From an optimization exercise on the open Yosys and OpenROAD flow, aimed at small area, a short achievable clock period and few clock cycles; shortcuts taken in it are not production practice. Function was checked by simulation only, so behaviour that the tests miss may differ from the original.

== alpha ==
==> module mvuSequencer, before the edit <==
module mvuSequencer (
	input  logic                            clk,
	input  logic                            rst,
	input  logic                            aStrobe,
	input  logic [mvuPkg::ATILE_WIDTH-1:0]  aData,
	input  logic                            aPad,
	input  logic [mvuPkg::FOLD_WIDTH-1:0]   foldCount,
	input  logic                            pop,	 
	output logic [mvuPkg::MAX_FOLD-1:0]     rdSel,	 
	output logic [mvuPkg::ATILE_WIDTH-1:0]  a0,	 
	output logic [mvuPkg::ATILE_WIDTH-1:0]  a1,	 
	output logic                            last,
	output logic                            hold
);
	logic [FOLD_WIDTH-1:0] pos;	 
	logic [MAX_FOLD-1:0]   posOH;	 
	logic [FOLD_WIDTH-1:0] fcR;	 
	logic [CNT_WIDTH-1:0]  cnt;	 
	logic                  atEnd;
	logic                  closing;
	logic [FOLD_WIDTH-1:0] posNext;
	logic [CNT_WIDTH-1:0]  cntNext;
	assign atEnd = (pos == foldCount);
	assign closing = aStrobe && atEnd;
	assign posNext = aStrobe ? (atEnd ? '0 : pos + 1'b1) : pos;
	assign cntNext = cnt + CNT_WIDTH'(closing) - CNT_WIDTH'(pop);
	logic mayLast;
	logic cntFull;
	assign mayLast = aStrobe ? (atEnd || ((pos + 1'b1) == foldCount))
	                         : ((pos == '0) || (pos == fcR));
	assign cntFull = closing ? (pop ? (cnt >= CNT_WIDTH'(HOLD_CNT)) : (cnt >= CNT_WIDTH'(HOLD_CNT - 1)))
	                         : (pop ? (cnt >= CNT_WIDTH'(HOLD_CNT + 1)) : (cnt >= CNT_WIDTH'(HOLD_CNT)));
	always_ff @(posedge clk) begin
		if (rst) begin
			pos <= '0;
			posOH <= MAX_FOLD'(1);
			fcR <= '0;
			cnt <= '0;
			hold <= 1'b0;
		end else begin
			pos <= posNext;
			if (aStrobe)
				posOH <= atEnd ? MAX_FOLD'(1) : {posOH[MAX_FOLD-2:0], 1'b0};
			if (aStrobe)
				fcR <= foldCount;
			cnt <= cntNext;
			hold <= cntFull && mayLast;
		end
	end
	assign rdSel = posOH;
	always_ff @(posedge clk) begin
		if (rst) begin
			last <= 1'b0;
		end else begin
			last <= closing;
		end
	end
	mvuAreg aReg0_i (.clk(clk), .en(aStrobe && !aPad), .d(aData), .q(a0));
	mvuAreg aReg1_i (.clk(clk), .en(aStrobe && !aPad), .d(aData), .q(a1));
endmodule
==> module resultFifo, before the edit <==
module resultFifo (
	input  logic                          clk,
	input  logic                          rst,
	input  logic                          push,
	input  logic [mvuPkg::QRES_WIDTH-1:0] pushData,
	output logic                          pop,
	output logic                          outVld,
	output logic [mvuPkg::OUT_WIDTH-1:0]  outData,
	output logic [mvuPkg::LANE_WIDTH-1:0] outLane
);
	logic [QRES_WIDTH-1:0] mem [FIFO_DEPTH];
	logic [PTR_WIDTH-1:0]  wrPtr;
	logic [PTR_WIDTH-1:0]  rdPtr;
	logic                  wrPh;	 
	logic                  rdPh;
	logic [LANE_WIDTH-1:0] lane;
	logic                  empty;
	assign empty = (wrPtr == rdPtr) && (wrPh == rdPh);
	assign pop = !empty && (lane == 2'd3);
	always_ff @(posedge clk) begin
		if (push)
			mem[wrPtr] <= pushData;
	end
	always_ff @(posedge clk) begin
		if (rst) begin
			wrPtr <= '0;
			rdPtr <= '0;
			wrPh <= 1'b0;
			rdPh <= 1'b0;
			lane <= '0;
			outVld <= 1'b0;
		end else begin
			if (push) begin
				wrPtr <= (wrPtr == PTR_WIDTH'(FIFO_DEPTH - 1)) ? '0 : wrPtr + 1'b1;
				if (wrPtr == PTR_WIDTH'(FIFO_DEPTH - 1))
					wrPh <= !wrPh;
			end
			if (pop) begin
				rdPtr <= (rdPtr == PTR_WIDTH'(FIFO_DEPTH - 1)) ? '0 : rdPtr + 1'b1;
				if (rdPtr == PTR_WIDTH'(FIFO_DEPTH - 1))
					rdPh <= !rdPh;
			end
			if (!empty)
				lane <= lane + 1'b1;
			outVld <= !empty;
		end
	end
	always_ff @(posedge clk) begin
		outData <= mem[rdPtr][lane*8 +: 8];
		outLane <= lane;
	end
endmodule
==> module mvuTop, before the edit <==
module mvuTop (
	input  logic                           clk,
	input  logic                           rst,
	input  logic                           wWr,
	input  logic [mvuPkg::FOLD_WIDTH-1:0]  wAddr,
	input  logic [mvuPkg::WTILE_WIDTH-1:0] wData,
	input  logic [mvuPkg::FOLD_WIDTH-1:0]  foldCount,
	input  logic                           aStrobe,
	input  logic [mvuPkg::ATILE_WIDTH-1:0] aData,
	input  logic                           aPad,
	output logic                           outVld,
	output logic [mvuPkg::OUT_WIDTH-1:0]   outData,
	output logic [mvuPkg::LANE_WIDTH-1:0]  outLane,
	output logic                           hold
);
	logic [MAX_FOLD-1:0]    rdSel;
	logic [WTILE_WIDTH-1:0] rdData;
	logic [ATILE_WIDTH-1:0] a0;
	logic [ATILE_WIDTH-1:0] a1;
	logic                   last;
	logic                   vld;
	logic [QRES_WIDTH-1:0]  q;
	logic                   pop;
	weightMem weightMem_i (
		.clk    (clk),
		.wWr    (wWr),
		.wAddr  (wAddr),
		.wData  (wData),
		.rdSel  (rdSel),
		.rdData (rdData)
	);
	mvuSequencer mvuSequencer_i (
		.clk       (clk),
		.rst       (rst),
		.aStrobe   (aStrobe),
		.aData     (aData),
		.aPad      (aPad),
		.foldCount (foldCount),
		.pop       (pop),
		.rdSel     (rdSel),
		.a0        (a0),
		.a1        (a1),
		.last      (last),
		.hold      (hold)
	);
	mvuCore mvuCore_i (
		.clk  (clk),
		.rst  (rst),
		.last (last),
		.w    (rdData),
		.a0   (a0),
		.a1   (a1),
		.vld  (vld),
		.q    (q)
	);
	resultFifo resultFifo_i (
		.clk      (clk),
		.rst      (rst),
		.push     (vld),
		.pushData (q),
		.pop      (pop),
		.outVld   (outVld),
		.outData  (outData),
		.outLane  (outLane)
	);
endmodule
clock: 6.0 ns
lec_check: 0
cap_margin: 20
core_margin: 2
core_utilization: 40
cts_cluster_diameter: 100
cts_cluster_size: 24
setup_slack_margin: 3.4
slew_margin: 20
synth_hierarchical: 1
synth_minimum_keep_size: 0
standard.sh (not shown) runs the stock make flow with config.mk's settings and CLKGATE_MAP_FILE= SYNTH_SCRIPT=/design/flow/synth_recipe.tcl, a recipe that flattens the netlist after the stock synthesis.
==> flow/flow/run.sh <==
#!/bin/bash
# The standard layout, with plain buffers on the ports instead of the
# delay cells buffer_ports picks by default.
set -euo pipefail
export BUFFER_PORTS_ARGS="-buffer_cell sky130_fd_sc_hd__buf_2"
bash standard.sh > standard.log 2>&1
alpha: full flow OK, the timing, design-rule and antenna checks passed
Testbench counts of alpha, summed over its fixed seeds: cycles 9,915.
### alpha -> beta
--- a/flow/design.v
+++ b/flow/design.v
@@ -10,11 +10,11 @@
 	localparam int unsigned OUT_WIDTH = 8;
 	localparam int unsigned LANE_WIDTH = 2;
 	localparam int unsigned FIFO_DEPTH = 4;
 	localparam int unsigned PTR_WIDTH = $clog2(FIFO_DEPTH);
 	localparam int unsigned HOLD_CNT = FIFO_DEPTH + 1;
-	localparam int unsigned CNT_WIDTH = $clog2(HOLD_CNT + 1);	 
+	localparam int unsigned CNT_WIDTH = $clog2(HOLD_CNT + 3);	 
 	localparam int unsigned WTILE_WIDTH = PE * SIMD * WEIGHT_WIDTH;
 	localparam int unsigned ATILE_WIDTH = SIMD * ACTIVATION_WIDTH;
 	localparam int unsigned QRES_WIDTH = PE * OUT_WIDTH;
 endpackage
 `timescale 1ns/1ns
@@ -51,10 +51,11 @@
 	input  logic                            aStrobe,
 	input  logic [mvuPkg::ATILE_WIDTH-1:0]  aData,
 	input  logic                            aPad,
 	input  logic [mvuPkg::FOLD_WIDTH-1:0]   foldCount,
 	input  logic                            pop,	 
+	input  logic                            twoPops,	 
 	output logic [mvuPkg::MAX_FOLD-1:0]     rdSel,	 
 	output logic [mvuPkg::ATILE_WIDTH-1:0]  a0,	 
 	output logic [mvuPkg::ATILE_WIDTH-1:0]  a1,	 
 	output logic                            last,
 	output logic                            hold
@@ -73,12 +74,16 @@
 	assign cntNext = cnt + CNT_WIDTH'(closing) - CNT_WIDTH'(pop);
 	logic mayLast;
 	logic cntFull;
 	assign mayLast = aStrobe ? (atEnd || ((pos + 1'b1) == foldCount))
 	                         : ((pos == '0) || (pos == fcR));
-	assign cntFull = closing ? (pop ? (cnt >= CNT_WIDTH'(HOLD_CNT)) : (cnt >= CNT_WIDTH'(HOLD_CNT - 1)))
-	                         : (pop ? (cnt >= CNT_WIDTH'(HOLD_CNT + 1)) : (cnt >= CNT_WIDTH'(HOLD_CNT)));
+	logic cntFull1, cntFull2;
+	assign cntFull1 = closing ? (pop ? (cnt >= CNT_WIDTH'(HOLD_CNT)) : (cnt >= CNT_WIDTH'(HOLD_CNT - 1)))
+	                          : (pop ? (cnt >= CNT_WIDTH'(HOLD_CNT + 1)) : (cnt >= CNT_WIDTH'(HOLD_CNT)));
+	assign cntFull2 = closing ? (pop ? (cnt >= CNT_WIDTH'(HOLD_CNT + 1)) : (cnt >= CNT_WIDTH'(HOLD_CNT)))
+	                          : (pop ? (cnt >= CNT_WIDTH'(HOLD_CNT + 2)) : (cnt >= CNT_WIDTH'(HOLD_CNT + 1)));
+	assign cntFull = twoPops ? cntFull2 : cntFull1;
 	always_ff @(posedge clk) begin
 		if (rst) begin
 			pos <= '0;
 			posOH <= MAX_FOLD'(1);
 			fcR <= '0;
@@ -2551,19 +2556,28 @@
 	input  logic                          push,
 	input  logic [mvuPkg::QRES_WIDTH-1:0] pushData,
 	output logic                          pop,
 	output logic                          outVld,
 	output logic [mvuPkg::OUT_WIDTH-1:0]  outData,
-	output logic [mvuPkg::LANE_WIDTH-1:0] outLane
+	output logic [mvuPkg::LANE_WIDTH-1:0] outLane,
+	output logic                          twoPops	 
 );
 	logic [QRES_WIDTH-1:0] mem [FIFO_DEPTH];
 	logic [PTR_WIDTH-1:0]  wrPtr;
 	logic [PTR_WIDTH-1:0]  rdPtr;
 	logic                  wrPh;	 
 	logic                  rdPh;
 	logic [LANE_WIDTH-1:0] lane;
 	logic                  empty;
+	logic [PTR_WIDTH:0]    occ;	 
+	always_ff @(posedge clk) begin
+		if (rst)
+			occ <= '0;
+		else
+			occ <= occ + (PTR_WIDTH+1)'(push) - (PTR_WIDTH+1)'(pop);
+	end
+	assign twoPops = (lane == 2'd2) && ((occ >= (PTR_WIDTH+1)'(2)) || ((occ == (PTR_WIDTH+1)'(1)) && push));
 	assign empty = (wrPtr == rdPtr) && (wrPh == rdPh);
 	assign pop = !empty && (lane == 2'd3);
 	always_ff @(posedge clk) begin
 		if (push)
 			mem[wrPtr] <= pushData;
@@ -2620,10 +2634,11 @@
 	logic [ATILE_WIDTH-1:0] a1;
 	logic                   last;
 	logic                   vld;
 	logic [QRES_WIDTH-1:0]  q;
 	logic                   pop;
+	logic                   twoPops;
 	weightMem weightMem_i (
 		.clk    (clk),
 		.wWr    (wWr),
 		.wAddr  (wAddr),
 		.wData  (wData),
@@ -2636,10 +2651,11 @@
 		.aStrobe   (aStrobe),
 		.aData     (aData),
 		.aPad      (aPad),
 		.foldCount (foldCount),
 		.pop       (pop),
+		.twoPops   (twoPops),
 		.rdSel     (rdSel),
 		.a0        (a0),
 		.a1        (a1),
 		.last      (last),
 		.hold      (hold)
@@ -2658,10 +2674,11 @@
 		.clk      (clk),
 		.rst      (rst),
 		.push     (vld),
 		.pushData (q),
 		.pop      (pop),
+		.twoPops  (twoPops),
 		.outVld   (outVld),
 		.outData  (outData),
 		.outLane  (outLane)
 	);
 endmodule
==> run notes <==
alpha → beta: final clock skew fell by 13 ps, core utilization stayed essentially flat. beta ended with more multi-input combinational cell area than alpha. On area after synthesis, alpha tracks beta almost exactly. Between alpha and beta, the layout overhead on the synthesized area does not differ in any meaningful way. Diff alpha -> beta: number of sequential storage elements held, pre-CTS setup slack went down. ~same met2 wirelength from detailed routing in alpha and beta.
Testbench counts of beta, summed over its fixed seeds: cycles 9,881.

static timing again, ports no longer ideal:
How much do the figures lean on ideal ports? The routed layouts below were timed once more, with nothing changed but the port constraints. Step 1 assumes that a clkbuf_16 drives the clock port and a buf_2 every other input. Step 2 moves the port delays by t, midway between the first and last clock arrival at a register: inputs arrive t later, outputs are due t later. That takes back most of the time a late clock gives input paths. a / b / c = ideal / step 1 / step 2; a / b = the first two.
run	shift t [ns]	setup WS [ns]	slew at the worst register clock pin (ns)	worst slew at a driven data input, ns
alpha	0.793	3.468 / 3.462 / 2.845	0.10 / 0.10	0.21
beta	0.790	3.477 / 3.431 / 2.765	0.10 / 0.10	0.20
After both steps every run listed still meets setup and hold. For beta, which loses most, drivers alone change the setup slack by -0.046 ns; drivers and shift together by -0.712 ns.
